Background: an optimization exercise with open tools, aiming at small area, a short achievable clock period and few clock cycles. Do not read the settings as production practice. The RTL was checked by simulation tests, not by an equivalence proof against the original design. Power figures rest on the tool's default switching activity, not on a simulated workload.

## run.sh

```bash
#!/bin/bash
# synth_recipe.tcl (not shown) runs the flow's synth.tcl, then flattens the netlist and writes it again
# the make line also repeats each setting of config.mk as NAME=value (left out here)
make -C /OpenROAD-flow-scripts/flow DESIGN_CONFIG=/design/flow/config.mk WORK_HOME=/design/flow/orfs CLKGATE_MAP_FILE= SYNTH_SCRIPT=/design/flow/synth_recipe.tcl finish
```

## config.mk

```make
export PLATFORM = sky130hd
export DESIGN_NAME = shell_top
export DESIGN_NICKNAME = shell_top
export VERILOG_FILES = /design/flow/design.v
export SDC_FILE = /design/flow/constraint.sdc
export NUM_CORES = 4
export LEC_CHECK = 0
export CAP_MARGIN = 20
export CORE_MARGIN = 2
export CORE_UTILIZATION = 40
export PLACE_DENSITY = 0.6
export SLEW_MARGIN = 20
```

## constraint.sdc

```tcl
create_clock -name core_clock -period 5.0 [get_ports {aclk}]
set_input_delay 1.0000 -clock core_clock [delete_from_list [all_inputs] [get_ports {aclk}]]
set_output_delay 1.0000 -clock core_clock [all_outputs]
set_load 0.01 [all_outputs]
```

## design.v

```verilog
`default_nettype none
package shell_pkg;
    localparam int ADDR_W     = 20;
    localparam int DATA_W     = 32;
    localparam int STRB_W     = DATA_W / 8;
    localparam int N_IRQ      = 16;
    localparam int MGMT_OFS_W = 16;
    localparam logic [ADDR_W-1:0] REGION0_BASE = 20'h0_0000;
    localparam logic [ADDR_W-1:0] REGION0_MASK = 20'hC_0000;
    localparam logic [ADDR_W-1:0] REGION1_BASE = 20'h4_0000;
    localparam logic [ADDR_W-1:0] REGION1_MASK = 20'hF_0000;
    localparam logic [ADDR_W-1:0] REGION2_BASE = 20'h5_0000;
    localparam logic [ADDR_W-1:0] REGION2_MASK = 20'hF_0000;
    localparam logic [MGMT_OFS_W-1:0] FW_CTRL_OFS    = 16'h0000;
    localparam logic [MGMT_OFS_W-1:0] FW_BLOCKED_OFS = 16'h0004;
    localparam int EMU_NREGS      = 16;
    localparam int EMU_IRQ_IDX    = 0;
    localparam int EMU_FINISH_IDX = 1;
    typedef enum logic [1:0] {
        RESP_OKAY   = 2'd0,
        RESP_SLVERR = 2'd2,
        RESP_DECERR = 2'd3
    } axil_resp_e;
    typedef enum logic [1:0] {
        REG_EMU,
        REG_CLKGEN,
        REG_MGMT,
        REG_NONE
    } region_e;
    typedef enum logic [1:0] {
        ST_IDLE,
        ST_REQ,
        ST_WAIT,
        ST_RESP
    } xact_state_e;
    typedef struct packed {
        logic [ADDR_W-1:0] addr;
        logic              write;
        logic [DATA_W-1:0] wdata;
        logic [STRB_W-1:0] wstrb;
    } axil_req_t;
    typedef struct packed {
        logic [DATA_W-1:0] rdata;
        axil_resp_e        resp;
    } axil_rsp_t;
endpackage
`default_nettype wire
`default_nettype none
module shell_top (
    input  logic        aclk,
    input  logic        aresetn,
    input  logic        req_valid_i,
    input  logic [56:0] req_i,
    output logic        req_ready_o,
    output logic        rsp_valid_o,
    output logic [33:0] rsp_o,
    input  logic        rsp_ready_i,
    output logic [15:0] irq_o,
    output logic        finish_o
);
    logic [19:0] addr;
    logic        wr;
    logic [31:0] wdata;
    logic [3:0]  wstrb;
    logic [3:0]  idx;
    assign addr  = req_i[56:37];
    assign wr    = req_i[36];
    assign wdata = req_i[35:4];
    assign wstrb = req_i[3:0];
    assign idx   = addr[5:2];
    logic        rsp_valid_q;
    logic [33:0] rsp_q;
    logic        decouple_q;
    logic [31:0] blocked_cnt_q;
    logic [31:0] regs_q [16];
    logic        accept;
    logic        in_emu, in_mgmt, ofs_ctrl, ofs_blk;
    logic        emu_ok, emu_blk;
    logic [33:0] rsp_d;
    assign in_emu   = (addr[19:18] == 2'b00);
    assign in_mgmt  = (addr[19:16] == 4'h5);
    assign ofs_ctrl = in_mgmt && (addr[15:0] == 16'h0000);
    assign ofs_blk  = in_mgmt && (addr[15:0] == 16'h0004);
    assign emu_ok   = in_emu && !decouple_q;
    assign emu_blk  = in_emu && decouple_q;
    assign req_ready_o = !rsp_valid_q || rsp_ready_i;
    assign accept      = req_valid_i && req_ready_o;
    assign rsp_valid_o = rsp_valid_q;
    assign rsp_o       = rsp_q;
    always_comb begin
        if (emu_ok)
            rsp_d = {regs_q[idx], shell_pkg::RESP_OKAY};
        else if (ofs_ctrl)
            rsp_d = {31'b0, decouple_q, shell_pkg::RESP_OKAY};
        else if (ofs_blk)
            rsp_d = {blocked_cnt_q, shell_pkg::RESP_OKAY};
        else if (emu_blk || in_mgmt)
            rsp_d = {32'b0, shell_pkg::RESP_SLVERR};
        else
            rsp_d = {32'b0, shell_pkg::RESP_DECERR};
    end
    always_ff @(posedge aclk or negedge aresetn) begin
        if (!aresetn)
            rsp_valid_q <= 1'b0;
        else if (req_ready_o)
            rsp_valid_q <= req_valid_i;
    end
    always_ff @(posedge aclk) begin
        if (req_ready_o)
            rsp_q <= rsp_d;
    end
    always_ff @(posedge aclk or negedge aresetn) begin
        if (!aresetn) begin
            decouple_q    <= 1'b0;
            blocked_cnt_q <= '0;
        end else if (accept) begin
            if (ofs_ctrl && wr && wstrb[0])
                decouple_q <= wdata[0];
            if (emu_blk)
                blocked_cnt_q <= blocked_cnt_q + 1'b1;
        end
    end
    always_ff @(posedge aclk or negedge aresetn) begin
        if (!aresetn) begin
            for (int i = 0; i < 16; i++)
                regs_q[i] <= '0;
        end else if (accept && emu_ok && wr) begin
            for (int b = 0; b < 4; b++) begin
                if (wstrb[b])
                    regs_q[idx][8*b +: 8] <= wdata[8*b +: 8];
            end
        end
    end
    assign irq_o    = regs_q[0][15:0];
    assign finish_o = regs_q[1][0];
endmodule
`default_nettype wire
```

==> run summary, run 1 <==
status: no timing/DRC/antenna violations
Finished Cell Area: 30,700 um2
FP Rows: 94
drt total wl: 91,800 um
largest net degree at the start of global routing: 108
RSZ-0062 raised after global routing: no
die width: 261 um
Worst Tran Pin Value: 1180 ps
Placer Congestion: 0.928
P&R area growth vs syn: 15.9%
initial core utilization: 40.4%
GRT Total Usage: 26.9%
layout cell share with drive strength beyond 1: 34.2%
Port Buffers: 113
area taken by multi-input logic gates: 11,200 um2
vias in the first global route: 19,300
Max clock buf depth: 3
CP top delay family: buffers and inverters
crit-path cells: clkdlybuf4s50_1 -> nand2b_2 -> buf_4 -> clkdlybuf4s50_1
crit path max fanout: 17
routed length per placed instance: 29.9 um
cts repair resizes: 0
endpoints failing setup: 0
Post-Syn Area: 26,500 um2
CP Capture Type: primary output
clk slew on worst S/H paths: 60 ps
Max Slew Vio Count: 0
peak supply drop: 0.000323 V
max cap viols: 0
DRC errors left: 0
Routed Antenna Nets: 0
DIE HEIGHT: 261 um
EDFF count, synth: 34
Yosys cell types: 73
commonest non-fill, non-tap cell in the layout: dfrtp_1
fillcell total: 5,906
Synth Register Bits: 580
Die Area: 68,300 um2
Critical Setup Path Class: in -> out
Period Utilization, post-route: 72.5%
storage element area: 14,700 um2
CP Data Required Time: 4000 ps
fraction of the yosys area taken by sequential cells: 55.4%
drt first-iter violations: 2,169
max_slew headroom: 20.5%
commonest non-fill, non-tap cells in the layout: 546 x dfrtp_1, 539 x mux2_2, 131 x nand2_1, 108 x clkdlybuf4s50_1, 98 x a22oi_1
TritonCTS clock tree: built
Net count, final: 2,222
Final Hold Violating Endpoints: 0
Num CTS Buffers: 61
crit path max-delay cell type: clkdlybuf4s50_1
Critical path buffers and inverters: 3
H-tree depth reported by CTS: 2
Post-DP Area: 28,700 um2
Top FF cell, synth: dfrtp_1
crit-path most repeated cell: clkdlybuf4s50_1
final worst clock skew: 20.8 ps
Ys Warns: 2
Synth async-reset ratio: 94.1%
worst hold-check path type: in -> async
HPWL Detailed: 61,200 um
crit path time final: 3620 ps
fmax: 276 MHz
clock sink count: 580
Hold Buf Count CTS: 0
setup bufs post-CTS: 0
clock latency on the worst-skew pair: 640 ps
Startpoint Class: input pin
WP data arrival: 2620 ps
routed via count: 18,900
core outline area: 65,600 um2
antenna violations before repair: 1
total negative slack: 0 ps
Syn Nets: 2,114
Root Buffer: clkbuf_16
DRT Pass-1 Iters: 6
ant diodes: 0
Ports: 114
Pleak: 14.2 nW
Via density: 6.15
gr ovfl total: 0
Cell Pwr Density: 341 nW/um2
global-route wire length before repair: 134,000 um
Syn Inst Count: 2,052
slowest stage delay, CP: 600 ps
synthesized area per cell: 12.9 um2
## cell usage after synthesis, types with 3 or more instances
cell,instances,area [um2]
a2111oi_0,5,43.8
a22oi_1,98,736
buf_4,17,128
o32ai_1,13,114
mux2_1,11,124
nor2_2,5,31.3
a211o_1,3,26.3
nor3_1,27,135
a221o_1,3,30.0
mux2i_1,33,330
xor2_1,15,131
nor4_1,17,106
mux2_2,539,6070
edfxtp_1,34,1020
nor2_4,7,78.8
a31oi_1,10,62.6
a221oi_1,16,140
and3_1,13,81.3
nor3b_1,6,45.0
xnor2_1,16,140
o211ai_1,3,22.5
buf_2,42,210
a211oi_1,4,30.0
and2_1,7,43.8
o2bb2ai_1,8,70.1
o221ai_1,13,114
o22ai_1,31,194
nor2_1,56,210
o21ai_0,69,345
mux4_2,3,67.6
a21oi_1,30,150
nand3_1,26,130
clkbuf_1,72,270
inv_1,11,41.3
nand2_1,131,492
buf_1,5,18.8
nand4_1,9,56.3
dfrtp_1,546,13700
nand2b_1,16,100
nor2b_1,14,87.6
and3b_1,3,26.3
nand2_2,7,43.8
a32oi_1,19,166
## layout make-up
class	instances	share of cell area, %
timing repair buffer	182	5.51
clock buffer	96	6.22
sequential	580	47.8
multi-input combinational	1324	36.4
tap	864	3.52
clock inverter	17	0.391
inverter	11	0.134
## flip-flops by register name, indices dropped and copies added, names as in the netlist
register       count
decouple_q         1
regs_q           512
rsp_q             34
rsp_valid_q        1
blocked_cnt_q     32
## power breakdown
| group | internal (mW) | switching [mW] |
|---|---|---|
| Clock | 2.65 | 1.94 |
| Combinational | 0.311 | 0.553 |
| Sequential | 4.91 | 0.0913 |
## final timing paths
path                                                     from                       endpoint  slack, ps  depth (start not counted)
worst min-delay path                                  aresetn      regs_q[9][20]$_DFFE_PN0P_        400                          1
worst max register to register        rsp_valid_q$_DFFE_PN0N_      regs_q[14][7]$_DFFE_PN0P_       2050                          5
min in group core_clock         blocked_cnt_q[31]$_DFFE_PN0P_  blocked_cnt_q[31]$_DFFE_PN0P_        480                          1
worst min register to register  blocked_cnt_q[31]$_DFFE_PN0P_  blocked_cnt_q[31]$_DFFE_PN0P_        480                          1
max in group asynchronous                             aresetn      regs_q[11][8]$_DFFE_PN0P_       3430                          2
worst max-delay path                              rsp_ready_i                    req_ready_o       1380                          4
## worst reg2reg max path: cells and delay by family (launching register included)
kind	cells	cell delay, ps
DFF	1	390
muxes	1	520
and+or+nand+nor	4	1920
## metrics by stage
step | utilization, % | total power, mW | instances | hold WS (ps) | setup slack (ps)
floorplan | - | 5.45 | 2052 | 442 | 1290
global placement | 43.7 | 5.91 | 2959 | 463 | 897
detailed placement | 43.7 | 5.94 | 2961 | 469 | 947
CTS | 46.8 | 10.5 | 3074 | 426 | 1370
global route | 46.8 | 10.8 | 3074 | 468 | 1300
finish | 46.8 | 10.5 | 3074 | 402 | 1380
## cells by family after synthesis
| group | after synthesis | share of synthesized area [%] |
|---|---|---|
| muxes | 586 | 24.9 |
| DFF | 580 | 55.4 |
| and+or+nand+nor | 359 | 6.83 |
| AOI/OAI and AO/OA | 347 | 9.22 |
| buffers and inverters | 148 | 2.56 |
| xor gates and xnor gates | 31 | 1.02 |
| adders and majority gates | 1 | 0.0472 |
## metal layers
layer	wire [um]	vias to the layer above	GRT usage, %
li1	-	7831	-
met1	38200	9938	36.3
met2	41100	912	41.0
met3	8810	223	7.81
met4	3770	0	10.7
met5	0	-	0
Testbench counts, summed over its fixed seeds: cycles 2,408.
==> run 2, diff against run 1 <==
--- a/design.v
+++ b/design.v
@@ -74,3 +74,3 @@
     logic [31:0] blocked_cnt_q;
-    logic [31:0] regs_q [16];
+    logic [31:0] rd_val;         
     logic        accept;
@@ -91,3 +91,3 @@
         if (emu_ok)
-            rsp_d = {regs_q[idx], shell_pkg::RESP_OKAY};
+            rsp_d = {rd_val, shell_pkg::RESP_OKAY};
         else if (ofs_ctrl)
@@ -122,10 +122,23 @@
     end
+    logic [15:0] vld_q;
+    logic [31:0] dat_q [16];
+    logic [31:0] wmask;
+    logic [31:0] wval;
+    logic        wr_en;
+    for (genvar b = 0; b < 4; b++) begin : g_mask
+        assign wmask[8*b +: 8] = {8{wstrb[b]}};
+    end
+    assign wval  = wdata & wmask;
+    assign wr_en = accept && emu_ok && wr;
     always_ff @(posedge aclk or negedge aresetn) begin
-        if (!aresetn) begin
-            for (int i = 0; i < 16; i++)
-                regs_q[i] <= '0;
-        end else if (accept && emu_ok && wr) begin
-            for (int b = 0; b < 4; b++) begin
-                if (wstrb[b])
-                    regs_q[idx][8*b +: 8] <= wdata[8*b +: 8];
+        if (!aresetn)
+            vld_q <= '0;
+        else if (wr_en)
+            vld_q[idx] <= 1'b1;
+    end
+    for (genvar i = 0; i < 16; i++) begin : g_reg
+        for (genvar b = 0; b < 4; b++) begin : g_byte
+            always_ff @(posedge aclk) begin
+                if (wr_en && idx == i && (wstrb[b] || !vld_q[i]))
+                    dat_q[i][8*b +: 8] <= wval[8*b +: 8];
             end
@@ -133,4 +146,5 @@
     end
-    assign irq_o    = regs_q[0][15:0];
-    assign finish_o = regs_q[1][0];
+    assign rd_val   = dat_q[idx] & {32{vld_q[idx]}};
+    assign irq_o    = dat_q[0][15:0] & {16{vld_q[0]}};
+    assign finish_o = dat_q[1][0] & vld_q[1];
 endmodule
--- a/config.mk
+++ b/config.mk
@@ -7,2 +7,3 @@
 export LEC_CHECK = 0
+export ABC_AREA = 1
 export CAP_MARGIN = 20
@@ -11,2 +12,3 @@
 export PLACE_DENSITY = 0.6
+export SETUP_SLACK_MARGIN = 2.6
 export SLEW_MARGIN = 20
==> run summary, run 2 <==
Top reg by flops: dat_q
layout cell share with drive strength beyond 1: 15.3%
Design Power: 10.7 mW
NetSw: 2.40 mW
peak supply drop: 0.000267 V
registers with the most flip-flops: dat_q (512), rsp_q (34), blocked_cnt_q (32)
CP top delay family: flip-flops
internal power: 8.32 mW
Synth Area in Simple Gates: 21.7%
Hold WS: 508 ps
Top FF cell, synth: edfxtp_1
Max Slew Vio Count: 0
max_slew headroom: 51.4%
DIE HEIGHT: 258 um
final worst clock skew: 20.2 ps
CP Capture Type: primary output
Post-Syn Area: 25,800 um2
fmax: 380 MHz
initial core utilization: 40.2%
Syn Nets: 2,601
HPWL Detailed: 47,700 um
commonest non-fill, non-tap cells in the layout: 659 x nand2_1, 546 x edfxtp_1, 343 x inv_1, 278 x nor2_1, 261 x nand3_1
crit-path cells: buf_12 -> buf_12 -> nand2_2 -> inv_1 -> buf_2
XOR/XNOR share of the synthesized area: 0.815%
Routed Antenna Nets: 0
crit path time final: 2630 ps
top-count cell post-synth: nand2_1
Synth async-reset ratio: 8.39%
crit path max-delay cell type: dfrtp_4
ant diodes: 0
Syn Inst Count: 2,534
Critical path buffers and inverters: 4
crit path max fanout: 8
Pleak: 13.4 nW
largest net degree at the start of global routing: 67
clk slew on worst S/H paths: 70 ps
routed length per placed instance: 20.2 um
P&R area growth vs syn: 26.6%
Sw Share: 22.4%
drt first-iter violations: 1,524
clock share of power: 42.3%
commonest non-fill, non-tap cell in the layout: nand2_1
gr ovfl total: 0
TritonCTS clock tree: built
max cap viols: 0
most area-consuming cells after synthesis: edfxtp_1 64%, nand2_1 10%, nand3_1 5.6%
Num CTS Buffers: 61
FP Rows: 93
global-route wire length before repair: 111,000 um
vias in the first global route: 17,900
crit-path most repeated cell: buf_12
Placer Congestion: 0.876
Seq pwr share: 51.5%
Net count, final: 2,806
Cell Pwr Density: 328 nW/um2
EDFF count, synth: 546
Worst Tran Pin Value: 728 ps
status: no timing/DRC/antenna violations
combinational family with the most area after synthesis: simple AND/OR/NAND/NOR gates
clock sink count: 596
Synth Register Bits: 596
clock latency on the worst-skew pair: 630 ps
power share of the combinational group: 6.2%
Adder-Cell Fraction of Synth Area: 0.291%
Final Hold Violating Endpoints: 0
antenna violations before repair: 1
GRT Total Usage: 22.1%
Period Utilization, post-route: 52.7%
slowest stage delay, CP: 510 ps
Synth top area share: 63.6%
endpoints failing setup: 0
Port Buffers: 113
Critical Setup Path Class: reg -> out
Via density: 5.02
mux contribution to synthesized area: 0%
RSZ-0062 raised after global routing: yes
top cells by count, synth: 687 x nand2_1, 546 x edfxtp_1, 365 x inv_1, 312 x nor2_1, 288 x nand3_1
Hold Buf Count CTS: 0
r2r startpoint: rsp_valid_q$_DFFE_PN0N_
Max clock buf depth: 3
CP Data Required Time: 4000 ps
fraction of the yosys area taken by sequential cells: 68.4%
Yosys cell types: 24
Yosys top cell by area: edfxtp_1
DRC errors left: 0
Die Area: 66,500 um2
max reg flops: 512
routed via count: 18,300
core outline area: 64,100 um2
H-tree depth reported by CTS: 2
synthesized area per cell: 10.2 um2
WP data arrival: 1630 ps
worst hold-check path type: in -> async
Startpoint Class: flip-flop
Root Buffer: clkbuf_16
Ports: 114
DRT Pass-1 Iters: 6
Final Core Density: 50.9%
Ys Warns: 2
die width: 258 um
worst setup path startpoint: vld_q[0]$_DFFE_PN0N_
total negative slack: 0 ps
drt total wl: 73,700 um
post-synthesis compound-gate area fraction: 1.68%
-- run 2: cell types whose count changed after synthesis, moves of 262 or more --
cell,before,now
inv_1,11,365
nand3_1,26,288
edfxtp_1,34,546
dfrtp_1,546,50
mux2_2,539,0
nand2_1,131,687
-- run 2: stage by stage --
stage          setup slack, ps  area, um2  std cells
2_1_floorplan             2400      26900       2534
3_3_place_gp               650      28800       3435
3_5_place_dp               695      28800       3435
4_1_cts                   2340      32300       3627
5_1_grt                   2320      32600       3642
6_report                  2370      32600       3642
-- run 2: cell families (layout without fill, tap and decap cells) --
group | after synthesis | in the layout
fa+ha+maj | 6 | 6
xor+xnor | 24 | 24
compound gates | 85 | 85
simple gates | 1353 | 1355
flops | 596 | 596
buf+inv | 470 | 721
-- run 2: layer usage --
metal / up-vias / routed length (um) / global-route usage (%)
li1: 8675 / - / -
met2: 607 / 36200 / 37.5
met3: 99 / 4610 / 3.49
met1: 8917 / 31200 / 29.6
met5: - / 14 / 0
met4: 2 / 1720 / 5.94
-- run 2: cell type report --
cell class / count / area, um2
clock buffer: 74 / 1620
inverter: 368 / 1440
fill: 5543 / 31500
clock inverter: 37 / 353
tap: 855 / 1070
timing repair buffer: 242 / 2890
sequential: 596 / 17700
multi-input combinational: 1470 / 7620
-- run 2: final timing paths --
| path | to | slack [ps] | depth (start not counted) |
|---|---|---|---|
| worst max-delay path | irq_o[12] | 2370 | 5 |
| worst min-delay path | blocked_cnt_q[4]$_DFFE_PN0P_ | 510 | 2 |
| worst max register to register | blocked_cnt_q[19]$_DFFE_PN0P_ | 2760 | 11 |
| worst min register to register | blocked_cnt_q[12]$_DFFE_PN0P_ | 530 | 1 |
| max in group asynchronous | vld_q[0]$_DFFE_PN0N_ | 3950 | 2 |
| min in group core_clock | blocked_cnt_q[12]$_DFFE_PN0P_ | 530 | 1 |
-- run 2: power groups by stage --
stage | combinational [mW] | sequential, mW | clock (mW)
after floorplan | 0.331 | 5.61 | 0
after global placement | 0.603 | 5.63 | 0
after detailed placement | 0.608 | 5.63 | 0
after CTS | 0.645 | 5.52 | 4.60
after global routing | 0.716 | 5.52 | 4.79
final | 0.662 | 5.52 | 4.54
-- run 2: repair_timing --
| item | 4_1_cts | 5_1_grt |
|---|---|---|
| cloned | 2 | 0 |
| hold endpoints to repair | 0 | 0 |
| buffers inserted | 79 | 15 |
| resized for setup | 235 | 58 |
| endpoints found under the setup margin | 625 | 397 |
| pin swaps | 5 | 5 |
Testbench counts of run 2, summed over its fixed seeds: cycles 2,408.
==> run 3, diff against run 2 <==
--- a/config.mk
+++ b/config.mk
@@ -7,3 +7,2 @@
 export LEC_CHECK = 0
-export ABC_AREA = 1
 export CAP_MARGIN = 20
==> run summary, run 3 <==
max cap viols: 0
peak supply drop: 0.000289 V
worst hold start: blocked_cnt_q[31]$_DFFE_PN0P_
routed length per placed instance: 30.9 um
Max Slew Vio Count: 0
CP Capture Type: primary output
Adder-Cell Fraction of Synth Area: 0.307%
routed via count: 16,700
CP Data Required Time: 4000 ps
Max clock buf depth: 3
vias in the first global route: 16,100
worst hold endpoint: blocked_cnt_q[31]$_DFFE_PN0P_
top-count cell post-synth: edfxtp_1
Period Utilization, post-route: 53.7%
Synth top area share: 67.1%
Critical Setup Path Class: reg -> out
combinational family with the most area after synthesis: compound AO/OA/AOI/OAI gates
die width: 251 um
TritonCTS clock tree: built
Ports: 114
FP Rows: 90
Syn Nets: 1,662
Worst Tran Pin Value: 769 ps
DRC errors left: 0
crit path max fanout: 8
reg2reg path depth: 10
crit path time final: 2680 ps
storage element area: 17,700 um2
Port Buffers: 113
hold path depth: 1
clk slew on worst S/H paths: 60 ps
antenna violations before repair: 1
total negative slack: 0 ps
XOR/XNOR share of the synthesized area: 1.15%
worst flop-to-flop path endpoint: dat_q[12][13]$_DFFE_PP_
fillcell total: 4,670
area taken by multi-input logic gates: 7670 um2
Hold Buf Count CTS: 0
r2r startpoint: rsp_valid_q$_DFFE_PN0N_
most area-consuming cells after synthesis: edfxtp_1 67%, dfrtp_1 5.1%, a22oi_1 3.1%
status: no timing/DRC/antenna violations
Root Buffer: clkbuf_16
Cell Pwr Density: 344 nW/um2
final worst clock skew: 41.3 ps
clock latency on the worst-skew pair: 650 ps
max reg flops: 512
Final Hold Violating Endpoints: 0
drt total wl: 83,600 um
GRT Total Usage: 25.5%
Top reg by flops: dat_q
Startpoint Class: flip-flop
Synth Area in Simple Gates: 7.75%
Synth async-reset ratio: 8.39%
fmax: 373 MHz
max_slew headroom: 48.7%
Yosys cell types: 76
Die Area: 63,100 um2
HPWL Detailed: 48,100 um
DIE HEIGHT: 251 um
Top FF cell, synth: edfxtp_1
Pleak: 11.4 nW
synthesized area per cell: 15.3 um2
endpoints failing setup: 0
core outline area: 60,400 um2
Ys Warns: 2
global-route wire length before repair: 116,000 um
EDFF count, synth: 546
fraction of the yosys area taken by sequential cells: 72.2%
post-synthesis compound-gate area fraction: 13.2%
DRT Pass-1 Iters: 5
P&R area growth vs syn: 33.3%
mux contribution to synthesized area: 2.50%
RSZ-0062 raised after global routing: yes
layout cell share with drive strength beyond 1: 31.8%
Num CTS Buffers: 59
Post-Syn Area: 24,400 um2
gr ovfl total: 0
R2R setup slack: 2650 ps
Routed Antenna Nets: 0
drt first-iter violations: 1,956
registers with the most flip-flops: dat_q (512), rsp_q (34), blocked_cnt_q (32)
Synth Register Bits: 596
Via density: 6.15
commonest non-fill, non-tap cell in the layout: edfxtp_1
Design Power: 11.2 mW
commonest non-fill, non-tap cells in the layout: 546 x edfxtp_1, 100 x buf_4, 86 x a22oi_1, 75 x buf_12, 68 x nand2_1
Syn Inst Count: 1,595
initial core utilization: 40.5%
WP data arrival: 1680 ps
Placer Congestion: 0.924
clock sink count: 596
worst hold-check path type: reg -> reg
Net count, final: 1,944
H-tree depth reported by CTS: 2
Yosys top cell by area: edfxtp_1
largest net degree at the start of global routing: 51
top cells by count, synth: 546 x edfxtp_1, 102 x a21oi_1, 102 x a22oi_1, 82 x nand2_1, 57 x nor2_1
run 3: cell types whose count changed after synthesis, sizes merged, moves of 21 or more:
cell / change
and3: +26
nor2: -255
mux2i: +27
a22oi: +102
and2: +53
nand2: -604
o22ai: +21
o21ai: +55
a221oi: +36
inv: -350
a21oi: +37
nand3: -258
run 3: worst max path at each step:
stage,startpoint,end,slack (ps),depth (start not counted)
global placement,req_i[39],rsp_q[29]$_DFFE_PN_,620,7
global route,vld_q[0]$_DFFE_PN0N_,irq_o[11],2310,4
floorplan,req_i[40],rsp_q[26]$_DFFE_PN_,2260,10
finish,vld_q[0]$_DFFE_PN0N_,irq_o[8],2320,4
CTS,vld_q[0]$_DFFE_PN0N_,irq_o[14],2300,4
detailed placement,req_i[39],rsp_q[29]$_DFFE_PN_,590,7
run 3: area by class of cell:
class,instances,share of cell area (%)
clock buffers,70,4.66
flip-flops and latches,596,54.2
repair buffers,328,12.7
multi-input cells,876,23.5
inverters,16,0.303
diodes,1,0.00768
clock inverters,40,1.60
well taps,782,3.00
run 3: cells by family (layout without fill, tap and decap cells):
| group | count (synthesis) | after routing |
|---|---|---|
| xor+xnor | 32 | 32 |
| buf+inv | 125 | 454 |
| compound gates | 450 | 450 |
| other cells | 0 | 1 |
| flops | 596 | 596 |
| simple gates | 337 | 339 |
| fa+ha+maj | 6 | 6 |
| mux | 49 | 49 |
run 3: power by group:
| part | switching [mW] | total [mW] | internal [mW] |
|---|---|---|---|
| sequential | 0.0901 | 5.57 | 5.48 |
| clock | 1.93 | 4.71 | 2.79 |
| combinational | 0.551 | 0.936 | 0.386 |
| total | 2.57 | 11.2 | 8.65 |
run 3: critical path, cell delays in order, from the launching register on:
cell and delay (ps):
dfrtp_4 530, buf_12 160, buf_12 130, and2_4 130, buf_6 110
run 3: metal layers:
layer / wire length [um] / track usage [%]
met1: 32800 / 35.0
met5: 0 / 0
met4: 3400 / 9.85
met3: 8180 / 4.42
met2: 39200 / 40.5
run 3: repair_timing:
item / in CTS / in global routing
buffers inserted: 121 / 37
pin swaps: 20 / 48
endpoints found under the hold margin: 0 / 0
gates cloned: 8 / 9
setup endpoints to repair: 639 / 489
gates resized for setup: 235 / 105
run 3: per-stage QoR:
step           setup WS (ps)  area [um2]  cells  hold slack (ps)  util [%]
2_1_floorplan           2260       25700   1595              441         -
3_3_place_gp             619       27300   2423              464      45.3
5_1_grt                 2310       32600   2708              491      54.0
3_5_place_dp             585       27300   2423              457      45.3
6_report                2320       32600   2709              470      54.0
4_1_cts                 2300       31500   2662              472      52.2
==> run 4, diff against run 3 <==
--- a/design.v
+++ b/design.v
@@ -122,2 +122,4 @@
     end
+    localparam logic [31:0] HARD0 = 32'h0000_FFFF;   
+    localparam logic [31:0] HARD1 = 32'h0000_0001;   
     logic [15:0] vld_q;
@@ -139,6 +141,15 @@
     for (genvar i = 0; i < 16; i++) begin : g_reg
-        for (genvar b = 0; b < 4; b++) begin : g_byte
-            always_ff @(posedge aclk) begin
-                if (wr_en && idx == i && (wstrb[b] || !vld_q[i]))
-                    dat_q[i][8*b +: 8] <= wval[8*b +: 8];
+        for (genvar k = 0; k < 32; k++) begin : g_bit
+            if ((i == 0 && HARD0[k]) || (i == 1 && HARD1[k])) begin : g_hard
+                always_ff @(posedge aclk or negedge aresetn) begin
+                    if (!aresetn)
+                        dat_q[i][k] <= 1'b0;
+                    else if (wr_en && idx == i && wstrb[k/8])
+                        dat_q[i][k] <= wdata[k];
+                end
+            end else begin : g_soft
+                always_ff @(posedge aclk) begin
+                    if (wr_en && idx == i && (wstrb[k/8] || !vld_q[i]))
+                        dat_q[i][k] <= wval[k];
+                end
             end
@@ -146,5 +157,8 @@
     end
-    assign rd_val   = dat_q[idx] & {32{vld_q[idx]}};
-    assign irq_o    = dat_q[0][15:0] & {16{vld_q[0]}};
-    assign finish_o = dat_q[1][0] & vld_q[1];
+    logic [15:0] vld_b0, vld_lo;
+    assign vld_b0 = vld_q | 16'h0003;
+    assign vld_lo = vld_q | 16'h0001;
+    assign rd_val = dat_q[idx] & {{16{vld_q[idx]}}, {15{vld_lo[idx]}}, vld_b0[idx]};
+    assign irq_o    = dat_q[0][15:0];
+    assign finish_o = dat_q[1][0];
 endmodule
--- a/config.mk
+++ b/config.mk
@@ -11,3 +11,3 @@
 export PLACE_DENSITY = 0.6
-export SETUP_SLACK_MARGIN = 2.6
+export SETUP_SLACK_MARGIN = 2.7
 export SLEW_MARGIN = 20
==> run summary, run 4 <==
layout cell share with drive strength beyond 1: 33.0%
clock latency on the worst-skew pair: 640 ps
DIE HEIGHT: 250 um
HPWL Detailed: 43,600 um
fmax: 382 MHz
fillcell total: 4,724
gr ovfl total: 0
H-tree depth reported by CTS: 2
crit path max fanout: 2
NetSw: 2.55 mW
Period Utilization, post-route: 52.4%
max reg flops: 512
top-count cell post-synth: edfxtp_1
max cap viols: 0
Cell Pwr Density: 338 nW/um2
registers with the most flip-flops: dat_q (512), rsp_q (34), blocked_cnt_q (32)
Ys Warns: 2
top cells by count, synth: 529 x edfxtp_1, 121 x a21oi_1, 121 x nand2_1, 77 x a22oi_1, 67 x dfrtp_1
Syn Inst Count: 1,596
Worst Tran Pin Value: 735 ps
Finished Cell Area: 32,700 um2
Net count, final: 1,952
routed length per placed instance: 29.7 um
Num CTS Buffers: 60
Synth Register Bits: 596
Post-Syn Area: 24,200 um2
Yosys top cell by area: edfxtp_1
clock sink count: 596
clk slew on worst S/H paths: 60 ps
peak supply drop: 0.000262 V
Final Core Density: 54.4%
Die Area: 62,500 um2
commonest non-fill, non-tap cells in the layout: 529 x edfxtp_1, 116 x nand2_1, 112 x buf_4, 84 x buf_12, 63 x clkbuf_16
Ports: 114
DRC errors left: 0
Design Power: 11.1 mW
RSZ-0062 raised after global routing: yes
fraction of the yosys area taken by sequential cells: 72.6%
Synth top area share: 65.6%
Syn Nets: 1,663
final std cells w/o fill: 2,719
drt total wl: 80,700 um
Routed Antenna Nets: 0
Max Slew Vio Count: 0
Synth async-reset ratio: 11.2%
routed via count: 16,600
DRT Pass-1 Iters: 6
Seq pwr share: 50.3%
internal power: 8.51 mW
CP Capture Type: primary output
endpoints failing setup: 0
Via density: 6.11
vias in the first global route: 16,300
core outline area: 60,100 um2
clock share of power: 41.2%
Critical path buffers and inverters: 4
Placer Congestion: 0.900
initial core utilization: 40.3%
total negative slack: 0 ps
Post-DP Area: 27,000 um2
crit-path cells: buf_6 -> nor2b_4 -> clkinvlp_4 -> buf_12 -> buf_6
global-route wire length before repair: 113,000 um
Placed Cells: 2,413
Critical Setup Path Class: in -> out
P&R area growth vs syn: 35.1%
status: no timing/DRC/antenna violations
Startpoint Class: input pin
Pleak: 11.6 nW
drt first-iter violations: 1,757
most area-consuming cells after synthesis: edfxtp_1 66%, dfrtp_1 6.9%, mux2_2 2.6%
ant diodes: 0
max_slew headroom: 51.0%
crit path time final: 2620 ps
Hold Buf Count CTS: 0
WP data arrival: 1620 ps
synthesized area per cell: 15.2 um2
Top FF cell, synth: edfxtp_1
Yosys cell types: 62
power share of the combinational group: 8.5%
FP Rows: 90
commonest non-fill, non-tap cell in the layout: edfxtp_1
CP top delay family: buffers and inverters
Sw Share: 23.1%
largest net degree at the start of global routing: 45
slowest stage delay, CP: 160 ps
Max clock buf depth: 3
crit path max-delay cell type: buf_12
Port Buffers: 113
crit-path most repeated cell: buf_6
Final Hold Violating Endpoints: 0
CP Data Required Time: 4000 ps
final worst clock skew: 16.1 ps
EDFF count, synth: 529
antenna violations before repair: 1
Top reg by flops: dat_q
TritonCTS clock tree: built
Root Buffer: clkbuf_16
GRT Total Usage: 24.8%
die width: 250 um
worst hold-check path type: in -> async
-- run 4: what timing repair did --
action,4_1_cts,5_1_grt
pin swaps,29,64
endpoints found under the setup margin,634,300
gates cloned,12,3
setup buffers,137,40
resized for setup,293,137
-- run 4: through the flow --
stage | hold WS (ps) | setup slack [ps]
after floorplan | 442 | 1970
after global placement | 465 | 650
after detailed placement | 468 | 575
after CTS | 349 | 2370
after global routing | 382 | 2340
final | 349 | 2380
-- run 4: power groups by stage --
stage	clock network (mW)	registers [mW]	logic (mW)
after CTS	4.59	5.55	0.833
final	4.56	5.56	0.939
after global routing	4.79	5.56	0.977
after floorplan	0	5.63	0.399
after global placement	0	5.66	0.671
after detailed placement	0	5.66	0.680
-- run 4: cell families after synthesis --
logic type	after synthesis	synth area share, %
flip-flops	596	72.6
AO/OA/AOI/OAI	406	12.4
AND/OR/NAND/NOR	324	6.67
buffers and inverters	139	2.73
multiplexers	92	4.14
XOR/XNOR	33	1.19
adder cells (fa/ha/maj)	6	0.310
-- run 4: final cells by class --
cell class              count  area, um2  share of cell area, %
clock buffers              93       1780                   5.43
flip-flops and latches    596      17600                   53.7
repair buffers            348       4340                   13.3
multi-input cells         863       7730                   23.6
inverters                  16       88.8                  0.272
well taps                 782        978                   2.99
clock inverters            21        215                  0.658
-- run 4: worst paths after layout --
kind	slack, ps	start	end	cells past startpoint
max in group asynchronous	3580	aresetn	dat_q[0][7]$_DFFE_PN0P_	2
max	2380	rsp_ready_i	req_ready_o	5
min	350	aresetn	dat_q[0][12]$_DFFE_PN0P_	1
min reg2reg	480	blocked_cnt_q[31]$_DFFE_PN0P_	blocked_cnt_q[31]$_DFFE_PN0P_	1
min in group core_clock	480	blocked_cnt_q[31]$_DFFE_PN0P_	blocked_cnt_q[31]$_DFFE_PN0P_	1
max reg2reg	2690	vld_q[3]$_DFFE_PN0N_	rsp_q[3]$_DFFE_PN_	6
-- run 4: per-layer routing --
| layer | routed length [um] | GRT usage, % | part of all wire (%) |
|---|---|---|---|
| met1 | 31600 | 33.1 | 39 |
| met2 | 36600 | 39.0 | 45 |
| met3 | 7870 | 4.92 | 9.7 |
| met4 | 4570 | 11.9 | 5.7 |
| met5 | 109 | 0 | 0.14 |
Testbench counts of run 4, summed over its fixed seeds: cycles 2,408.
==> run 5, diff against run 4 <==
--- a/design.v
+++ b/design.v
@@ -71,2 +71,4 @@
     logic        rsp_valid_q;
+    logic        rsp_idle_q;     
+    logic        rsp_free;       
     logic [33:0] rsp_q;
@@ -74,2 +76,4 @@
     logic [31:0] blocked_cnt_q;
+    logic        blocked_inc_q;
+    logic [31:0] blocked_cnt;    
     logic [31:0] rd_val;         
@@ -85,4 +89,5 @@
     assign emu_blk  = in_emu && decouple_q;
-    assign req_ready_o = !rsp_valid_q || rsp_ready_i;
-    assign accept      = req_valid_i && req_ready_o;
+    assign req_ready_o = rsp_idle_q || rsp_ready_i;
+    assign rsp_free    = !rsp_valid_q || rsp_ready_i;
+    assign accept      = req_valid_i && rsp_free;
     assign rsp_valid_o = rsp_valid_q;
@@ -95,3 +100,3 @@
         else if (ofs_blk)
-            rsp_d = {blocked_cnt_q, shell_pkg::RESP_OKAY};
+            rsp_d = {blocked_cnt, shell_pkg::RESP_OKAY};
         else if (emu_blk || in_mgmt)
@@ -102,11 +107,15 @@
     always_ff @(posedge aclk or negedge aresetn) begin
-        if (!aresetn)
+        if (!aresetn) begin
             rsp_valid_q <= 1'b0;
-        else if (req_ready_o)
+            rsp_idle_q  <= 1'b1;
+        end else if (rsp_free) begin
             rsp_valid_q <= req_valid_i;
+            rsp_idle_q  <= !req_valid_i;
+        end
     end
     always_ff @(posedge aclk) begin
-        if (req_ready_o)
+        if (rsp_free)
             rsp_q <= rsp_d;
     end
+    assign blocked_cnt = blocked_cnt_q + {31'b0, blocked_inc_q};
     always_ff @(posedge aclk or negedge aresetn) begin
@@ -114,8 +123,9 @@
             decouple_q    <= 1'b0;
+            blocked_inc_q <= 1'b0;
             blocked_cnt_q <= '0;
-        end else if (accept) begin
-            if (ofs_ctrl && wr && wstrb[0])
+        end else begin
+            if (accept && ofs_ctrl && wr && wstrb[0])
                 decouple_q <= wdata[0];
-            if (emu_blk)
-                blocked_cnt_q <= blocked_cnt_q + 1'b1;
+            blocked_inc_q <= accept && emu_blk;
+            blocked_cnt_q <= blocked_cnt;
         end
--- a/config.mk
+++ b/config.mk
@@ -11,3 +11,3 @@
 export PLACE_DENSITY = 0.6
-export SETUP_SLACK_MARGIN = 2.7
+export SETUP_SLACK_MARGIN = 2.75
 export SLEW_MARGIN = 20
==> run summary, run 5 <==
status: no timing/DRC/antenna violations
registers with the most flip-flops: dat_q (512), rsp_q (34), blocked_cnt_q (32)
antenna violations before repair: 0
Net count, final: 1,963
max_slew headroom: 49.6%
top-count cell post-synth: edfxtp_1
total negative slack: 0 ps
reg2reg path depth: 6
DIE HEIGHT: 251 um
crit-path cells: buf_12 -> inv_8 -> ha_4 -> buf_12 -> buf_16 -> a22o_1 -> a22oi_2 -> nand3_1 -> o32ai_4 -> o2bb2ai_2
Cell Pwr Density: 329 nW/um2
core outline area: 60,400 um2
global-route wire length before repair: 121,000 um
Period Utilization, post-route: 49.6%
Design Power: 10.8 mW
TritonCTS clock tree: built
RSZ-0062 raised after global routing: yes
crit path max-delay cell type: o32ai_4
clk slew on worst S/H paths: 60 ps
routed via count: 16,900
Hold WS: 391 ps
R2R setup slack: 2750 ps
Setup WS pre-CTS: 536 ps
Synth top area share: 65.1%
Syn Nets: 1,641
Yosys top cell by area: edfxtp_1
Setup crit end: rsp_q[24]$_DFFE_PN_
CP Capture Type: flip-flop
worst hold-check path type: in -> async
top cells by count, synth: 529 x edfxtp_1, 86 x a21oi_1, 82 x nand2_1, 74 x a22oi_1, 68 x dfrtp_1
worst setup path startpoint: req_i[40]
Post-DP Area: 27,300 um2
Pleak: 11.9 nW
Top FF cell, synth: edfxtp_1
fmax: 403 MHz
Root Buffer: clkbuf_16
Worst Tran Pin Value: 756 ps
GRT Total Usage: 26.9%
drt first-iter violations: 2,382
r2r startpoint: vld_q[15]$_DFFE_PN0N_
crit path max fanout: 17
Critical path buffers and inverters: 4
Max Slew Vio Count: 0
Num CTS Buffers: 59
ant diodes: 0
vias in the first global route: 16,800
peak supply drop: 0.000226 V
FP Rows: 90
commonest non-fill, non-tap cells in the layout: 529 x edfxtp_1, 127 x buf_4, 80 x buf_12, 62 x dfrtp_1, 61 x clkbuf_16
Startpoint Class: input pin
routed length per placed instance: 31.7 um
fraction of the yosys area taken by sequential cells: 72.2%
max cap viols: 0
Max clock buf depth: 3
Port Buffers: 113
Synth Register Bits: 598
synthesized area per cell: 15.5 um2
Die Area: 63,000 um2
Final Core Density: 54.7%
gr ovfl total: 0
CP top delay family: compound AO/OA/AOI/OAI gates
WP data arrival: 2860 ps
Finished Cell Area: 33,000 um2
most area-consuming cells after synthesis: edfxtp_1 65%, dfrtp_1 7.0%, mux2_2 2.4%
initial core utilization: 40.4%
Placed Cells: 2,405
CP Depth: 10
Post-Syn Area: 24,400 um2
commonest non-fill, non-tap cell in the layout: edfxtp_1
largest net degree at the start of global routing: 70
Synth async-reset ratio: 11.5%
Placer Congestion: 0.932
post-route setup slack: 2520 ps
slowest stage delay, CP: 420 ps
die width: 251 um
Via density: 6.20
DRT Pass-1 Iters: 6
Final Hold Violating Endpoints: 0
CP Data Required Time: 5380 ps
drt total wl: 86,500 um
worst flop-to-flop path endpoint: rsp_q[14]$_DFFE_PN_
H-tree depth reported by CTS: 2
final worst clock skew: 38.4 ps
P&R area growth vs syn: 35.4%
final std cells w/o fill: 2,725
DRC errors left: 0
Ports: 114
Syn Inst Count: 1,572
Top reg by flops: dat_q
clock latency on the worst-skew pair: 650 ps
EDFF count, synth: 529
Ys Warns: 2
layout cell share with drive strength beyond 1: 37.6%
endpoints failing setup: 0
max reg flops: 512
Routed Antenna Nets: 0
Yosys cell types: 73
crit path time final: 2480 ps
Critical Setup Path Class: in -> reg
fillcell total: 4,645
crit-path most repeated cell: buf_12
clock sink count: 598
Hold Buf Count CTS: 0
HPWL Detailed: 50,000 um
## run 5: cell types whose count changed after synthesis, moves of 21 or more
| cell | change |
|---|---|
| nor3_1 | -21 |
| a221oi_1 | +23 |
| nand2_1 | -39 |
| a21oi_1 | -35 |
| o2bb2ai_1 | -24 |
| a32o_1 | -23 |
## run 5: routing by layer
layer	vias to the layer above	global-route usage (%)	share of wire, %
met4	0	11.9	5.2
met1	8490	34.9	37
met3	280	6.99	12
met2	1162	42.6	46
met5	-	0	0
li1	6965	-	-
## run 5: where the power goes
group          internal [mW]  total (mW)  leakage, nW  switching, mW
registers               5.48        5.58         5.90         0.0928
clock network           2.34        4.23        0.881           1.89
logic                  0.434        1.05         5.08          0.612
## run 5: timing repair
action                                  4_1_cts  5_1_grt
gates cloned                                 15        2
endpoints found under the setup margin      615      206
pin swaps                                    60       65
setup buffers                               155       38
resized for setup                           394      111
## run 5: cell type report
cell class	instances	area (um2)	share of cell area, %
sequential	598	17600	53.4
multi-input combinational	844	8050	24.4
timing repair buffer	376	4480	13.6
clock buffer	88	1660	5.02
tap	782	978	2.96
clock inverter	22	148	0.447
inverter	15	86.3	0.261
## run 5: worst min-delay path by stage
stage	startpoint	end	slack (ps)
floorplan	blocked_cnt_q[31]$_DFF_PN0_	blocked_cnt_q[31]$_DFF_PN0_	440
global placement	blocked_cnt_q[31]$_DFF_PN0_	blocked_cnt_q[31]$_DFF_PN0_	460
detailed placement	blocked_cnt_q[31]$_DFF_PN0_	blocked_cnt_q[31]$_DFF_PN0_	460
CTS	blocked_cnt_q[31]$_DFF_PN0_	blocked_cnt_q[31]$_DFF_PN0_	470
global route	aresetn	blocked_cnt_q[25]$_DFF_PN0_	430
finish	aresetn	blocked_cnt_q[25]$_DFF_PN0_	390
## run 5: cell families (layout without fill, tap and decap cells)
group / Yosys count / after routing / share of synthesized area (%)
fa+ha+maj: 8 / 8 / 0.410
mux: 87 / 87 / 3.99
buf+inv: 134 / 501 / 3.07
compound gates: 423 / 423 / 12.8
simple gates: 291 / 295 / 6.42
xor+xnor: 31 / 31 / 1.11
flops: 598 / 598 / 72.2
Testbench counts of run 5, summed over its fixed seeds: cycles 2,408.
==> run 6, diff against run 5 <==
==> flow/run.sh (new file) <==
#!/bin/bash
# The standard layout, with plain buffers (not delay cells) on the ports.
set -euo pipefail
export BUFFER_PORTS_ARGS="-buffer_cell sky130_fd_sc_hd__buf_2"
bash standard.sh > standard.log 2>&1
==> standard.sh (new file) <==
#!/bin/bash
# synth_recipe.tcl (not shown) runs the flow's synth.tcl, then flattens the netlist and writes it again
# the make line also repeats each setting of config.mk as NAME=value (left out here)
make -C /OpenROAD-flow-scripts/flow DESIGN_CONFIG=/design/flow/config.mk WORK_HOME=/design/flow/orfs CLKGATE_MAP_FILE= SYNTH_SCRIPT=/design/flow/synth_recipe.tcl "${@:-finish}"
removed: run.sh
==> run summary, run 6 <==
status: no timing/DRC/antenna violations
Hold Buf Count CTS: 0
r2r startpoint: vld_q[7]$_DFFE_PN0N_
TritonCTS clock tree: built
FP Rows: 90
Routed Antenna Nets: 0
Synth top area share: 65.1%
worst hold-check path type: in -> async
Syn Inst Count: 1,572
Period Utilization, post-route: 49.3%
routed via count: 16,800
global-route wire length before repair: 120,000 um
EDFF count, synth: 529
Ys Warns: 2
drt total wl: 86,500 um
H-tree depth reported by CTS: 2
synthesized area per cell: 15.5 um2
drt first-iter violations: 2,360
Post-Syn Area: 24,400 um2
Die Area: 63,000 um2
WP data arrival: 2840 ps
core outline area: 60,400 um2
crit path max fanout: 8
reg2reg path depth: 6
internal power: 8.67 mW
Placed Cells: 2,389
crit path max-delay cell type: o32ai_4
Syn Nets: 1,641
Setup crit end: rsp_q[24]$_DFFE_PN_
GRT Total Usage: 26.8%
gr ovfl total: 0
clock latency on the worst-skew pair: 630 ps
Worst Tran Pin Value: 761 ps
layout cell share with drive strength beyond 1: 38.1%
Ports: 114
Root Buffer: clkbuf_16
top-count cell post-synth: edfxtp_1
R2R setup slack: 2680 ps
Max Slew Vio Count: 0
max cap viols: 0
fraction of the yosys area taken by sequential cells: 72.2%
commonest non-fill, non-tap cell in the layout: edfxtp_1
Startpoint Class: input pin
Num CTS Buffers: 59
Final Hold Violating Endpoints: 0
DIE HEIGHT: 251 um
Cell Pwr Density: 351 nW/um2
Top reg by flops: dat_q
commonest non-fill, non-tap cells in the layout: 529 x edfxtp_1, 117 x buf_4, 101 x buf_2, 65 x nand2_1
peak supply drop: 0.000257 V
fillcell total: 4,730
Critical Setup Path Class: in -> reg
Synth async-reset ratio: 11.5%
Via density: 6.26
worst flop-to-flop path endpoint: rsp_q[7]$_DFFE_PN_
registers with the most flip-flops: dat_q (512), rsp_q (34), blocked_cnt_q (32)
DRT Pass-1 Iters: 6
Placer Congestion: 0.957
power share of the combinational group: 8.8%
largest net degree at the start of global routing: 49
antenna violations before repair: 5
top cells by count, synth: 529 x edfxtp_1, 86 x a21oi_1, 82 x nand2_1, 74 x a22oi_1, 68 x dfrtp_1
Top FF cell, synth: edfxtp_1
max_slew headroom: 49.3%
Sw Share: 23.1%
max reg flops: 512
crit path time final: 2470 ps
Max clock buf depth: 3
NetSw: 2.60 mW
Yosys top cell by area: edfxtp_1
initial core utilization: 40.4%
total negative slack: 0 ps
worst setup path startpoint: req_i[39]
vias in the first global route: 16,200
Pleak: 11.6 nW
Net count, final: 1,920
die width: 251 um
Seq pwr share: 49.6%
most area-consuming cells after synthesis: edfxtp_1 65%, dfrtp_1 7.0%, mux2_2 2.4%
final worst clock skew: 18.3 ps
fmax: 406 MHz
DRC errors left: 0
slowest stage delay, CP: 450 ps
Yosys cell types: 73
CP Capture Type: flip-flop
clock sink count: 598
endpoints failing setup: 0
Synth Register Bits: 598
clk slew on worst S/H paths: 60 ps
clock share of power: 41.7%
P&R area growth vs syn: 31.5%
routed length per placed instance: 32.2 um
RSZ-0062 raised after global routing: yes
final std cells w/o fill: 2,683
HPWL Detailed: 49,900 um
CP Data Required Time: 5380 ps
Port Buffers: 113
crit-path cells: buf_12 -> inv_8 -> ha_4 -> buf_8 -> and3b_2 -> a222oi_1 -> nand3_1 -> o32ai_4 -> o2bb2ai_1
==> run 6: cell counts after synthesis <==
No cell type changed its count.
==> run 6: worst min-delay path by stage <==
stage	end	cells past startpoint
6_report	blocked_cnt_q[18]$_DFF_PN0_	1
5_1_grt	blocked_cnt_q[30]$_DFF_PN0_	1
3_3_place_gp	blocked_cnt_q[31]$_DFF_PN0_	1
3_5_place_dp	blocked_cnt_q[31]$_DFF_PN0_	1
4_1_cts	blocked_cnt_q[29]$_DFF_PN0_	1
2_1_floorplan	blocked_cnt_q[31]$_DFF_PN0_	1
==> run 6: final cells by class <==
| class | count | area, um2 | share of cell area [%] |
|---|---|---|---|
| sequential | 598 | 17600 | 55.0 |
| antenna | 1 | 2.50 | 0.00780 |
| multi-input combinational | 846 | 7940 | 24.8 |
| clock buffer | 74 | 1580 | 4.91 |
| timing repair buffer | 331 | 3410 | 10.6 |
| inverter | 15 | 82.6 | 0.258 |
| clock inverter | 36 | 454 | 1.42 |
| tap | 782 | 978 | 3.05 |
==> run 6: timing repair <==
item | 4_1_cts | 5_1_grt
gates cloned | 10 | 3
pin swaps | 40 | 59
buffers inserted | 135 | 35
gates resized for setup | 147 | 95
setup endpoints to repair | 582 | 371
==> run 6: kinds of logic (layout without fill, tap and decap cells) <==
| logic type | after synthesis | count (layout) | synth area share [%] |
|---|---|---|---|
| mux | 87 | 87 | 3.99 |
| flops | 598 | 598 | 72.2 |
| xor+xnor | 31 | 31 | 1.11 |
| simple gates | 291 | 296 | 6.42 |
| fa+ha+maj | 8 | 8 | 0.410 |
| compound gates | 423 | 424 | 12.8 |
| buf+inv | 134 | 456 | 3.07 |
| other cells | 0 | 1 | 0 |
==> run 6: through the flow <==
| stage | utilization, % | cell area [um2] | setup WS (ps) | total power, mW | hold WS, ps |
|---|---|---|---|---|---|
| floorplan | - | 25800 | 2270 | 6.08 | 437 |
| global placement | 44.2 | 26600 | 905 | 6.35 | 454 |
| detailed placement | 44.2 | 26600 | 852 | 6.36 | 460 |
| CTS | 51.5 | 31100 | 2570 | 11.2 | 417 |
| global route | 53.1 | 32100 | 2460 | 11.5 | 457 |
| finish | 53.1 | 32100 | 2530 | 11.3 | 400 |
==> run 6: power groups by stage <==
stage	registers, mW	logic (mW)	clock network, mW
after floorplan	5.65	0.433	0
after global routing	5.58	1.02	4.91
after CTS	5.58	0.875	4.73
final	5.59	0.987	4.70
after global placement	5.68	0.665	0
after detailed placement	5.68	0.675	0
==> run 6: per-layer routing <==
| layer | wire length, um | track usage, % | vias to the layer above |
|---|---|---|---|
| met5 | 37 | 0 | - |
| met4 | 4700 | 12.5 | 6 |
| met3 | 10500 | 6.59 | 265 |
| met2 | 38700 | 40.8 | 1162 |
| met1 | 32600 | 36.3 | 8489 |
| li1 | - | - | 6863 |
==> run 6: worst max-delay path, delay by kind of cell <==
kind	cells	cell delay, ps
fa+ha+maj	1	230
simple gates	2	480
compound gates	3	810
buf+inv	3	300
==> run 7, diff against run 6 <==
--- a/design.v
+++ b/design.v
@@ -70,2 +70,4 @@
     assign idx   = addr[5:2];
+    localparam logic [31:0] HARD0 = 32'h0000_FFFF;   
+    localparam logic [31:0] HARD1 = 32'h0000_0001;   
     logic        rsp_valid_q;
@@ -78,3 +80,4 @@
     logic [31:0] blocked_cnt;    
-    logic [31:0] rd_val;         
+    logic [15:0] vld_q;
+    logic [31:0] dat_q [16];
     logic        accept;
@@ -82,3 +85,5 @@
     logic        emu_ok, emu_blk;
-    logic [33:0] rsp_d;
+    logic [15:0] row;            
+    logic [31:0] rdata;
+    logic [1:0]  resp;
     assign in_emu   = (addr[19:18] == 2'b00);
@@ -89,2 +94,5 @@
     assign emu_blk  = in_emu && decouple_q;
+    for (genvar i = 0; i < 16; i++) begin : g_row
+        assign row[i] = emu_ok && (idx == i);
+    end
     assign req_ready_o = rsp_idle_q || rsp_ready_i;
@@ -95,13 +103,14 @@
     always_comb begin
-        if (emu_ok)
-            rsp_d = {rd_val, shell_pkg::RESP_OKAY};
-        else if (ofs_ctrl)
-            rsp_d = {31'b0, decouple_q, shell_pkg::RESP_OKAY};
-        else if (ofs_blk)
-            rsp_d = {blocked_cnt, shell_pkg::RESP_OKAY};
-        else if (emu_blk || in_mgmt)
-            rsp_d = {32'b0, shell_pkg::RESP_SLVERR};
-        else
-            rsp_d = {32'b0, shell_pkg::RESP_DECERR};
+        rdata = {31'b0, ofs_ctrl && decouple_q} | ({32{ofs_blk}} & blocked_cnt);
+        for (int i = 0; i < 16; i++) begin
+            for (int k = 0; k < 32; k++) begin
+                if ((i == 0 && HARD0[k]) || (i == 1 && HARD1[k]))
+                    rdata[k] = rdata[k] | (row[i] && dat_q[i][k]);
+                else
+                    rdata[k] = rdata[k] | (row[i] && vld_q[i] && dat_q[i][k]);
+            end
+        end
     end
+    assign resp[1] = !(emu_ok || ofs_ctrl || ofs_blk);
+    assign resp[0] = !(in_emu || in_mgmt);
     always_ff @(posedge aclk or negedge aresetn) begin
@@ -117,3 +126,3 @@
         if (rsp_free)
-            rsp_q <= rsp_d;
+            rsp_q <= {rdata, resp};
     end
@@ -132,9 +141,5 @@
     end
-    localparam logic [31:0] HARD0 = 32'h0000_FFFF;   
-    localparam logic [31:0] HARD1 = 32'h0000_0001;   
-    logic [15:0] vld_q;
-    logic [31:0] dat_q [16];
     logic [31:0] wmask;
     logic [31:0] wval;
-    logic        wr_en;
+    logic [15:0] wrow;
     for (genvar b = 0; b < 4; b++) begin : g_mask
@@ -142,4 +147,4 @@
     end
-    assign wval  = wdata & wmask;
-    assign wr_en = accept && emu_ok && wr;
+    assign wval = wdata & wmask;
+    assign wrow = row & {16{accept && wr}};
     always_ff @(posedge aclk or negedge aresetn) begin
@@ -147,4 +152,4 @@
             vld_q <= '0;
-        else if (wr_en)
-            vld_q[idx] <= 1'b1;
+        else
+            vld_q <= vld_q | wrow;
     end
@@ -156,3 +161,3 @@
                         dat_q[i][k] <= 1'b0;
-                    else if (wr_en && idx == i && wstrb[k/8])
+                    else if (wrow[i] && wstrb[k/8])
                         dat_q[i][k] <= wdata[k];
@@ -161,3 +166,3 @@
                 always_ff @(posedge aclk) begin
-                    if (wr_en && idx == i && (wstrb[k/8] || !vld_q[i]))
+                    if (wrow[i] && (wstrb[k/8] || !vld_q[i]))
                         dat_q[i][k] <= wval[k];
@@ -167,6 +172,2 @@
     end
-    logic [15:0] vld_b0, vld_lo;
-    assign vld_b0 = vld_q | 16'h0003;
-    assign vld_lo = vld_q | 16'h0001;
-    assign rd_val = dat_q[idx] & {{16{vld_q[idx]}}, {15{vld_lo[idx]}}, vld_b0[idx]};
     assign irq_o    = dat_q[0][15:0];
==> run.sh (new file) <==
#!/bin/bash
# synth_recipe.tcl (not shown) runs the flow's synth.tcl, then flattens the netlist and writes it again
# the make line also repeats each setting of config.mk as NAME=value (left out here)
make -C /OpenROAD-flow-scripts/flow DESIGN_CONFIG=/design/flow/config.mk WORK_HOME=/design/flow/orfs CLKGATE_MAP_FILE= SYNTH_SCRIPT=/design/flow/synth_recipe.tcl finish
removed: flow/run.sh
removed: standard.sh
==> run summary, run 7 <==
status: no timing/DRC/antenna violations
DRT Pass-1 Iters: 7
Startpoint Class: input pin
Net count, final: 2,060
routed length per placed instance: 34.1 um
final worst clock skew: 43.1 ps
ant diodes: 0
Root Buffer: clkbuf_16
routed via count: 18,200
gr ovfl total: 0
most area-consuming cells after synthesis: edfxtp_1 66%, dfrtp_1 7.0%, a22oi_1 3.3%
antenna violations before repair: 0
Ports: 114
post-route setup slack: 2570 ps
endpoints failing setup: 0
Post-Syn Area: 24,200 um2
final std cells w/o fill: 2,832
clock latency on the worst-skew pair: 660 ps
die width: 250 um
Placer Congestion: 0.955
storage element area: 17,700 um2
DRC errors left: 0
Yosys cell types: 83
core outline area: 60,000 um2
Final Core Density: 56.4%
drt first-iter violations: 2,764
top-count cell post-synth: edfxtp_1
Synth async-reset ratio: 11.5%
worst hold-check path type: in -> async
Pleak: 11.7 nW
fillcell total: 4,520
max reg flops: 512
Die Area: 62,400 um2
global-route wire length before repair: 131,000 um
vias in the first global route: 17,400
Routed Antenna Nets: 0
largest net degree at the start of global routing: 70
Max Slew Vio Count: 0
max cap viols: 0
crit path time final: 2430 ps
Period Utilization, post-route: 48.6%
Top reg by flops: dat_q
layout cell share with drive strength beyond 1: 39.6%
Syn Inst Count: 1,624
commonest non-fill, non-tap cell in the layout: edfxtp_1
commonest non-fill, non-tap cells in the layout: 529 x edfxtp_1, 180 x buf_4, 74 x buf_12, 71 x a22oi_1, 64 x clkbuf_16
FP Rows: 90
Finished Cell Area: 33,900 um2
Synth Register Bits: 598
peak supply drop: 0.000272 V
H-tree depth reported by CTS: 2
drt total wl: 96,500 um
synthesized area per cell: 14.9 um2
CP Capture Type: primary output
Post-DP Area: 27,100 um2
Critical Setup Path Class: in -> out
Ys Warns: 2
RSZ-0062 raised after global routing: yes
CP Data Required Time: 4000 ps
Setup WS pre-CTS: 614 ps
area taken by multi-input logic gates: 8110 um2
Via density: 6.42
R2R setup slack: 2600 ps
Worst Tran Pin Value: 865 ps
Synth top area share: 65.7%
Placed Cells: 2,448
Hold WS: 385 ps
Syn Nets: 1,687
GRT Total Usage: 29.6%
top cells by count, synth: 529 x edfxtp_1, 142 x a21oi_1, 105 x a22oi_1, 75 x nand2_1
clock sink count: 598
clk slew on worst S/H paths: 60 ps
Cell Pwr Density: 336 nW/um2
Max clock buf depth: 3
TritonCTS clock tree: built
DIE HEIGHT: 250 um
Hold Buf Count CTS: 0
Yosys top cell by area: edfxtp_1
EDFF count, synth: 529
fraction of the yosys area taken by sequential cells: 72.9%
Design Power: 11.4 mW
initial core utilization: 40.3%
total negative slack: 0 ps
Port Buffers: 113
P&R area growth vs syn: 40.0%
fmax: 412 MHz
registers with the most flip-flops: dat_q (512), rsp_q (34), blocked_cnt_q (32)
WP data arrival: 1430 ps
HPWL Detailed: 57,500 um
Final Hold Violating Endpoints: 0
Top FF cell, synth: edfxtp_1
crit path max fanout: 2
Num CTS Buffers: 61
max_slew headroom: 42.3%
-- run 7: critical path: stages --
cell and delay [ps]:
buf_8 90, or2_4 220, buf_6 120
-- run 7: layer usage --
layer / share of wire [%] / wire length (um) / vias to the layer above / GRT usage [%]
li1: - / - / 7267 / -
met1: 37 / 35300 / 9148 / 38.9
met2: 45 / 43200 / 1463 / 45.7
met3: 13 / 12800 / 304 / 9.56
met4: 5.5 / 5310 / 0 / 11.5
met5: 0 / 0 / - / 0
-- run 7: cell families (layout without fill, tap and decap cells) --
logic type | count (synthesis) | after routing | synth area share (%)
adders and majority gates | 2 | 2 | 0.103
DFF | 598 | 598 | 72.9
xor gates and xnor gates | 30 | 30 | 1.15
muxes | 12 | 12 | 0.606
buffers and inverters | 157 | 578 | 3.00
AOI/OAI and AO/OA | 448 | 448 | 12.8
and+or+nand+nor | 377 | 382 | 9.52
-- run 7: where the power goes --
part	switching, mW	internal (mW)
Clock	2.01	2.83
Sequential	0.0431	5.49
Combinational	0.621	0.379
Total	2.67	8.71
-- run 7: worst paths after layout --
path | end | startpoint | cells after the start
worst max-delay path | req_ready_o | rsp_ready_i | 3
worst min-delay path | blocked_cnt_q[13]$_DFF_PN0_ | aresetn | 1
worst max register to register | dat_q[0][11]$_DFFE_PN0P_ | decouple_q$_DFFE_PN0P_ | 7
worst min register to register | rsp_idle_q$_DFFE_PN1N_ | rsp_idle_q$_DFFE_PN1N_ | 2
max in group asynchronous | vld_q[14]$_DFF_PN0_ | aresetn | 1
min in group core_clock | rsp_idle_q$_DFFE_PN1N_ | rsp_idle_q$_DFFE_PN1N_ | 2
-- run 7: layout make-up --
cell class | instances | area share (%)
Sequential cell | 598 | 52.1
Timing Repair Buffer | 436 | 14.4
Clock buffer | 72 | 4.90
Multi-Input combinational cell | 874 | 24.0
Tap cell | 782 | 2.89
Clock inverter | 44 | 1.40
Inverter | 26 | 0.358
-- run 7: timing repair --
action | CTS | global route
resized for setup | 518 | 169
gates cloned | 14 | 3
setup endpoints to repair | 620 | 478
setup buffers | 191 | 60
pin swaps | 70 | 67
Testbench counts of run 7, summed over its fixed seeds: cycles 2,408.
==> run 8, diff against run 7 <==
==> flow/run.sh (new file) <==
#!/bin/bash
# The standard layout, with plain buffers (not delay cells) on the ports
# and no dummy loads in the clock tree.
set -euo pipefail
export BUFFER_PORTS_ARGS="-buffer_cell sky130_fd_sc_hd__buf_2"
export CTS_ARGS="-sink_clustering_enable -repair_clock_nets -dont_use_dummy_load"
bash standard.sh > standard.log 2>&1
==> standard.sh (new file) <==
#!/bin/bash
# synth_recipe.tcl (not shown) runs the flow's synth.tcl, then flattens the netlist and writes it again
# the make line also repeats each setting of config.mk as NAME=value (left out here)
make -C /OpenROAD-flow-scripts/flow DESIGN_CONFIG=/design/flow/config.mk WORK_HOME=/design/flow/orfs CLKGATE_MAP_FILE= SYNTH_SCRIPT=/design/flow/synth_recipe.tcl "${@:-finish}"
--- a/config.mk
+++ b/config.mk
@@ -11,3 +11,3 @@
 export PLACE_DENSITY = 0.6
-export SETUP_SLACK_MARGIN = 2.75
+export SETUP_SLACK_MARGIN = 2.5
 export SLEW_MARGIN = 20
removed: run.sh
==> run summary, run 8 <==
status: no timing/DRC/antenna violations
Num CTS Buffers: 66
HPWL Detailed: 56,500 um
max_slew headroom: 37.9%
Net count, final: 1,849
WP data arrival: 2850 ps
reg2reg path depth: 5
drt total wl: 85,000 um
H-tree depth reported by CTS: 3
DIE HEIGHT: 250 um
largest net degree at the start of global routing: 46
R2R setup slack: 2480 ps
routed via count: 16,500
Yosys top cell by area: edfxtp_1
Cell Pwr Density: 353 nW/um2
Max Slew Vio Count: 0
CP Data Required Time: 5320 ps
XOR/XNOR share of the synthesized area: 1.15%
Worst Tran Pin Value: 932 ps
Placer Congestion: 0.952
RSZ-0062 raised after global routing: yes
Syn Nets: 1,687
Top reg by flops: dat_q
Die Area: 62,400 um2
commonest non-fill, non-tap cells in the layout: 529 x edfxtp_1, 107 x buf_2, 87 x a22oi_1, 80 x buf_4, 76 x a21oi_1
fmax: 395 MHz
clock latency on the worst-skew pair: 610 ps
Routed Antenna Nets: 0
total negative slack: 0 ps
Max clock buf depth: 3
most area-consuming cells after synthesis: edfxtp_1 66%, dfrtp_1 7.0%, a22oi_1 3.3%
DRT Pass-1 Iters: 8
max cap viols: 0
Synth Register Bits: 598
P&R area growth vs syn: 21.8%
Critical Setup Path Class: in -> reg
worst flop-to-flop path endpoint: rsp_q[6]$_DFFE_PN_
Root Buffer: clkbuf_16
die width: 250 um
drt first-iter violations: 2,325
final worst clock skew: 51.5 ps
Synth Area in Simple Gates: 9.52%
global-route wire length before repair: 119,000 um
synthesized area per cell: 14.9 um2
routed length per placed instance: 33.1 um
Port Buffers: 113
Period Utilization, post-route: 50.6%
r2r startpoint: vld_q[11]$_DFF_PN0_
Syn Inst Count: 1,624
-- run 8: cell count changes in the layout (fill, tap and decap cells not counted), sizes merged, moves of 5 or more --
cell / previous run / this run
bufbuf: 7 / 1
clkinvlp: 8 / 2
dlygate4sd2: 10 / 0
buf: 376 / 219
bufinv: 9 / 0
dlymetal6s2s: 5 / 0
clkinv: 27 / 1
clkdlybuf4s50: 36 / 0
-- run 8: how the worst max path moves through the flow --
stage | from | end | slack, ps | cells past startpoint
5_1_grt | blocked_cnt_q[0]$_DFF_PN0_ | rsp_q[28]$_DFFE_PN_ | 2460 | 8
4_1_cts | req_i[40] | rsp_q[30]$_DFFE_PN_ | 2460 | 8
6_report | req_i[40] | rsp_q[6]$_DFFE_PN_ | 2470 | 8
3_5_place_dp | req_i[40] | rsp_q[26]$_DFFE_PN_ | 720 | 6
3_3_place_gp | req_i[40] | rsp_q[26]$_DFFE_PN_ | 690 | 6
2_1_floorplan | req_i[56] | dat_q[9][0]$_DFFE_PP_ | 2180 | 6
-- run 8: logic make-up after synthesis --
group / after synthesis
AOI/OAI and AO/OA: 448
and+or+nand+nor: 377
DFF: 598
buffers and inverters: 157
muxes: 12
xor gates and xnor gates: 30
adders and majority gates: 2
-- run 8: cell type report --
class | instances | area [um2] | area share, %
sequential | 598 | 17600 | 59.9
multi-input combinational | 869 | 7230 | 24.6
timing repair buffer | 225 | 1850 | 6.27
clock buffer | 66 | 1650 | 5.61
tap | 782 | 978 | 3.32
inverter | 26 | 110 | 0.374
-- run 8: what timing repair did --
item                                    in CTS  in global routing
hold endpoints to repair                     0                  0
resized for setup                          103                 34
buffers inserted                            42                 13
pin swaps                                   15                  9
hold buffers                                 0                  0
cloned                                       1                  4
endpoints found under the setup margin     551                 96
-- run 8: metal layers --
metal / vias to the layer above / GRT usage [%] / routed length (um)
met4: 0 / 11.4 / 3730
met5: - / 0 / 0
met1: 8369 / 35.6 / 32400
li1: 6768 / - / -
met3: 197 / 6.91 / 10200
met2: 1163 / 41.7 / 38700
-- run 8: metrics by stage --
| stage | setup slack (ps) | hold WS [ps] | area [um2] | util, % | std cells |
|---|---|---|---|---|---|
| 2_1_floorplan | 2180 | 435 | 25500 | - | 1624 |
| 5_1_grt | 2460 | 433 | 29400 | 49.0 | 2566 |
| 3_3_place_gp | 690 | 446 | 26500 | 44.2 | 2439 |
| 6_report | 2470 | 384 | 29400 | 49.0 | 2566 |
| 3_5_place_dp | 717 | 449 | 26500 | 44.2 | 2440 |
| 4_1_cts | 2460 | 393 | 29100 | 48.4 | 2549 |
-- run 8: critical path, stage by stage --
cell and delay [ps]:
buf_16 160, buf_12 170, clkinv_4 160, buf_6 220
a21oi_1 210, o21ai_0 160, a222oi_1 550, o2111ai_1 200
-- run 8: where the power goes --
part	internal [mW]	total [mW]	switching, mW
Sequential	5.49	5.56	0.0661
Combinational	0.212	0.707	0.495
Clock	2.31	4.12	1.80
Total	8.02	10.4	2.37

Re-timed with assumed drivers on the ports (clkbuf_16 on the clock, buf_2 on other inputs), run 8 has 2.293 ns of setup slack against 2.469 ns with ideal ports, and 1.644 ns once port delays also move by the mid clock arrival of 0.649 ns.
